This is an optimization exercise on Yosys and OpenROAD, whose aim is small area, a short achievable clock period and few clock cycles per item, not a production implementation. In this exercise RTL edits were held to simulation tests only and were not proved equivalent to the original. Power is estimated from default activity; no workload was simulated.

==> run B: inputs <==
## three_phase_sine_pwm_compare
module three_phase_sine_pwm_compare (
  input  logic                            clk,
  input  logic                            rst,
  input  logic                            angle_valid,
  output logic                            angle_ready,
  input  logic [spwm_pkg::ANGLE_W-1:0]    elec_angle,
  input  logic [spwm_pkg::MOD_W-1:0]      mod_index,
  output logic                            cmp_valid,
  input  logic                            cmp_ready,
  output logic [spwm_pkg::CMP_W-1:0]      compare_u,
  output logic [spwm_pkg::CMP_W-1:0]      compare_v,
  output logic [spwm_pkg::CMP_W-1:0]      compare_w,
  input  logic                            cfg_we,
  input  logic [spwm_pkg::CFG_IDX_W-1:0]  cfg_index,
  input  logic [spwm_pkg::CFG_DATA_W-1:0] cfg_wdata
);
Settings: LEC_CHECK=0, ABC_AREA=1, CAP_MARGIN=20, CORE_MARGIN=2, CORE_UTILIZATION=45, SETUP_SLACK_MARGIN=5, SLEW_MARGIN=20, SYNTH_MEMORY_MAX_BITS=65536; clock period 9.0 ns.
run.sh (not shown) runs the stock make flow with config.mk's settings and CLKGATE_MAP_FILE= SYNTH_SCRIPT=/design/flow/synth_recipe.tcl, a recipe that flattens the netlist after the stock synthesis.
==> inputs of run A, as changes to run B <==
--- a/flow/design.v
+++ b/flow/design.v
@@ -150,15 +150,15 @@
   assign s0_107 = s0_23 ^ s0_85;
   assign s0_108 = s0_25 ^ s0_87;
   assign s0_109 = s0_27 ^ s0_89;
   assign s0_110 = s0_29 ^ s0_91;
   assign s0_111 = s0_31 ^ s0_93;
   assign pp = {s0_111, s0_110, s0_109, s0_108, s0_107, s0_106, s0_105, s0_104, s0_103, s0_102, s0_101, s0_100, s0_99, s0_98, s0_97, s0_1};
   logic [11:0] p0;
-  assign p0 = pp[15:4];
+  always_ff @(posedge clk) if (go) p0 <= pp[15:4];
   logic [6:0]  k1d;
   logic [3:0]  t1d;
   assign k1d = p0[9:3] ^ {7{p0[10]}};
   assign t1d = p0[10] ? {1'b0, p0[2:0]} : (4'd8 - {1'b0, p0[2:0]});
   logic [15:0] ta_q;
   logic [8:0]  tb_q;
   logic        te_q;
@@ -4118,43 +4118,41 @@
       go  <= 1'b1;
       vld <= '0;
     end else begin
       go <= (count_next <= 2'd1);
       if (go) vld <= {vld[4:0], angle_valid};
     end
   end
-  logic [15:0] angle0;
   logic [15:0] mod0;
   logic [15:0] mod1;
   logic [15:0] mod2;
   logic [17:0] mod3x2;
   logic [17:0] kh2;
   logic [17:0] mod1_x3;
   logic [17:0] mod1_kh;
   spwm_times3 u_mod3 (.x(mod1), .y(mod1_x3));
   spwm_kh     u_modk (.x(mod1), .y(mod1_kh));
   always_ff @(posedge clk) begin
     if (go) begin
-      angle0 <= elec_angle;
       mod0   <= mod_index;
       mod1   <= mod0;
       mod2   <= mod1;
       mod3x2 <= mod1_x3;
       kh2    <= mod1_kh;
     end
   end
   logic [15:0] res_u, res_v, res_w;
   spwm_phase #(.OFFSET(16'd0)) u_phase_u (
-    .clk(clk), .go(go), .angle_in(angle0), .m2(mod2), .m3x2(mod3x2), .kh2(kh2), .tp(tp), .tp3(tp3),
+    .clk(clk), .go(go), .angle_in(elec_angle), .m2(mod2), .m3x2(mod3x2), .kh2(kh2), .tp(tp), .tp3(tp3),
     .duty_floor(duty_floor), .duty_ceiling(duty_ceiling), .compare(res_u));
   spwm_phase #(.OFFSET(16'd0 - PHASE_120)) u_phase_v (
-    .clk(clk), .go(go), .angle_in(angle0), .m2(mod2), .m3x2(mod3x2), .kh2(kh2), .tp(tp), .tp3(tp3),
+    .clk(clk), .go(go), .angle_in(elec_angle), .m2(mod2), .m3x2(mod3x2), .kh2(kh2), .tp(tp), .tp3(tp3),
     .duty_floor(duty_floor), .duty_ceiling(duty_ceiling), .compare(res_v));
   spwm_phase #(.OFFSET(PHASE_120)) u_phase_w (
-    .clk(clk), .go(go), .angle_in(angle0), .m2(mod2), .m3x2(mod3x2), .kh2(kh2), .tp(tp), .tp3(tp3),
+    .clk(clk), .go(go), .angle_in(elec_angle), .m2(mod2), .m3x2(mod3x2), .kh2(kh2), .tp(tp), .tp3(tp3),
     .duty_floor(duty_floor), .duty_ceiling(duty_ceiling), .compare(res_w));
   logic [47:0] sk_data;
   logic [47:0] res;
   assign res = {res_w, res_v, res_u};
   always_ff @(posedge clk) begin
     if (rst) begin
       cmp_valid <= 1'b0;
--- a/flow/config.mk
+++ b/flow/config.mk
@@ -4,11 +4,11 @@
 export VERILOG_FILES = /design/flow/design.v
 export SDC_FILE = /design/flow/constraint.sdc
 export NUM_CORES = 4
 export LEC_CHECK = 0
 export ABC_AREA = 1
 export CAP_MARGIN = 20
 export CORE_MARGIN = 2
-export CORE_UTILIZATION = 45
+export CORE_UTILIZATION = 35
 export SETUP_SLACK_MARGIN = 5
 export SLEW_MARGIN = 20
 export SYNTH_MEMORY_MAX_BITS = 65536
==> inputs of run Y, as changes to run B <==
--- a/flow/design.v
+++ b/flow/design.v
@@ -150,15 +150,15 @@
   assign s0_107 = s0_23 ^ s0_85;
   assign s0_108 = s0_25 ^ s0_87;
   assign s0_109 = s0_27 ^ s0_89;
   assign s0_110 = s0_29 ^ s0_91;
   assign s0_111 = s0_31 ^ s0_93;
   assign pp = {s0_111, s0_110, s0_109, s0_108, s0_107, s0_106, s0_105, s0_104, s0_103, s0_102, s0_101, s0_100, s0_99, s0_98, s0_97, s0_1};
   logic [11:0] p0;
-  assign p0 = pp[15:4];
+  always_ff @(posedge clk) if (go) p0 <= pp[15:4];
   logic [6:0]  k1d;
   logic [3:0]  t1d;
   assign k1d = p0[9:3] ^ {7{p0[10]}};
   assign t1d = p0[10] ? {1'b0, p0[2:0]} : (4'd8 - {1'b0, p0[2:0]});
   logic [15:0] ta_q;
   logic [8:0]  tb_q;
   logic        te_q;
@@ -4118,43 +4118,41 @@
       go  <= 1'b1;
       vld <= '0;
     end else begin
       go <= (count_next <= 2'd1);
       if (go) vld <= {vld[4:0], angle_valid};
     end
   end
-  logic [15:0] angle0;
   logic [15:0] mod0;
   logic [15:0] mod1;
   logic [15:0] mod2;
   logic [17:0] mod3x2;
   logic [17:0] kh2;
   logic [17:0] mod1_x3;
   logic [17:0] mod1_kh;
   spwm_times3 u_mod3 (.x(mod1), .y(mod1_x3));
   spwm_kh     u_modk (.x(mod1), .y(mod1_kh));
   always_ff @(posedge clk) begin
     if (go) begin
-      angle0 <= elec_angle;
       mod0   <= mod_index;
       mod1   <= mod0;
       mod2   <= mod1;
       mod3x2 <= mod1_x3;
       kh2    <= mod1_kh;
     end
   end
   logic [15:0] res_u, res_v, res_w;
   spwm_phase #(.OFFSET(16'd0)) u_phase_u (
-    .clk(clk), .go(go), .angle_in(angle0), .m2(mod2), .m3x2(mod3x2), .kh2(kh2), .tp(tp), .tp3(tp3),
+    .clk(clk), .go(go), .angle_in(elec_angle), .m2(mod2), .m3x2(mod3x2), .kh2(kh2), .tp(tp), .tp3(tp3),
     .duty_floor(duty_floor), .duty_ceiling(duty_ceiling), .compare(res_u));
   spwm_phase #(.OFFSET(16'd0 - PHASE_120)) u_phase_v (
-    .clk(clk), .go(go), .angle_in(angle0), .m2(mod2), .m3x2(mod3x2), .kh2(kh2), .tp(tp), .tp3(tp3),
+    .clk(clk), .go(go), .angle_in(elec_angle), .m2(mod2), .m3x2(mod3x2), .kh2(kh2), .tp(tp), .tp3(tp3),
     .duty_floor(duty_floor), .duty_ceiling(duty_ceiling), .compare(res_v));
   spwm_phase #(.OFFSET(PHASE_120)) u_phase_w (
-    .clk(clk), .go(go), .angle_in(angle0), .m2(mod2), .m3x2(mod3x2), .kh2(kh2), .tp(tp), .tp3(tp3),
+    .clk(clk), .go(go), .angle_in(elec_angle), .m2(mod2), .m3x2(mod3x2), .kh2(kh2), .tp(tp), .tp3(tp3),
     .duty_floor(duty_floor), .duty_ceiling(duty_ceiling), .compare(res_w));
   logic [47:0] sk_data;
   logic [47:0] res;
   assign res = {res_w, res_v, res_u};
   always_ff @(posedge clk) begin
     if (rst) begin
       cmp_valid <= 1'b0;
==> notes <==
Against run B, the sequential share of layout area of run Y is higher by 0.75 points.
Worst hold slack: run B < run A < run Y.
The lowest clock skew belongs to run A, the highest to run B.
Against run Y, the clock power of run A is higher by about 1%.
Between run B and run A, the lower sequential power is in run B (gap about 0.7%, measured against run A).
In run Y the non-clock buffer count is lower than in run B, by 38.
Final cell count: run B is smaller than run A (5.4%).
==> figures <==
metric                                     run A     run Y     run B
Register share of total power              0.178     0.181     0.174
Post-synth cell types                         77        77        63
RePlAce Congestion                         0.996      1.00     0.991
Worst Hold Endpoint                     mod1[11]  mod1[14]   mod1[9]
Die width                                 488 um    431 um    429 um
Final core utilization                     0.389     0.497     0.501
CP Data Required Time                    9.51 ns   9.46 ns   9.45 ns
Data buffer area share                    0.0359    0.0384    0.0421
Flops & latches, synth                       730       730       710
Outcome         no timing/DRC/antenna violations  no timing/DRC/antenna violations  no timing/DRC/antenna violations
Setup WS pre-CTS                         4.47 ns   4.62 ns   3.89 ns
Net switching fraction of the power        0.513     0.513     0.517
Final worst-path cycle share               0.446     0.442     0.444
Average instance area after synthesis   8.19 um2  8.19 um2  8.12 um2
Worst stage delay on the critical path   0.63 ns   0.52 ns   0.76 ns
Testbench counts of run B, summed over its fixed seeds: cycles 7,242, items 7,200.
Testbench counts of run A, summed over its fixed seeds: cycles 7,242, items 7,200.
Testbench counts of run Y, summed over its fixed seeds: cycles 7,242, items 7,200.

==> what the ideal ports hide <==
In the flow no input, the clock included, has a driving cell. The finished layouts below were timed again as built, in two steps.
Step 1 sets driving cells, clkbuf_16 on the clock port and buf_2 on the other inputs (assumed; they add their load-dependent delay and slew).
Step 2, shift: input delay + t, output delay - t, t = (earliest + latest rising clock arrival at the registers) / 2. This alone moves slack from input paths to output paths.
Slacks: no drivers / after step 1 / after step 2; pairs: no drivers / after step 1.
run	t, ns	slack for setup (ns)	worst hold slack (ns)
run B	0.856	5.001 / 5.001 / 4.754	0.389 / 0.389 / 0.389
run A	0.834	4.986 / 4.986 / 4.760	0.396 / 0.396 / 0.396
run Y	0.841	5.025 / 5.025 / 4.938	0.420 / 0.420 / 0.420
After both steps every run listed still meets setup and hold. For run B, which loses most, drivers alone change the setup slack by 0.000 ns; drivers and shift together by -0.247 ns.
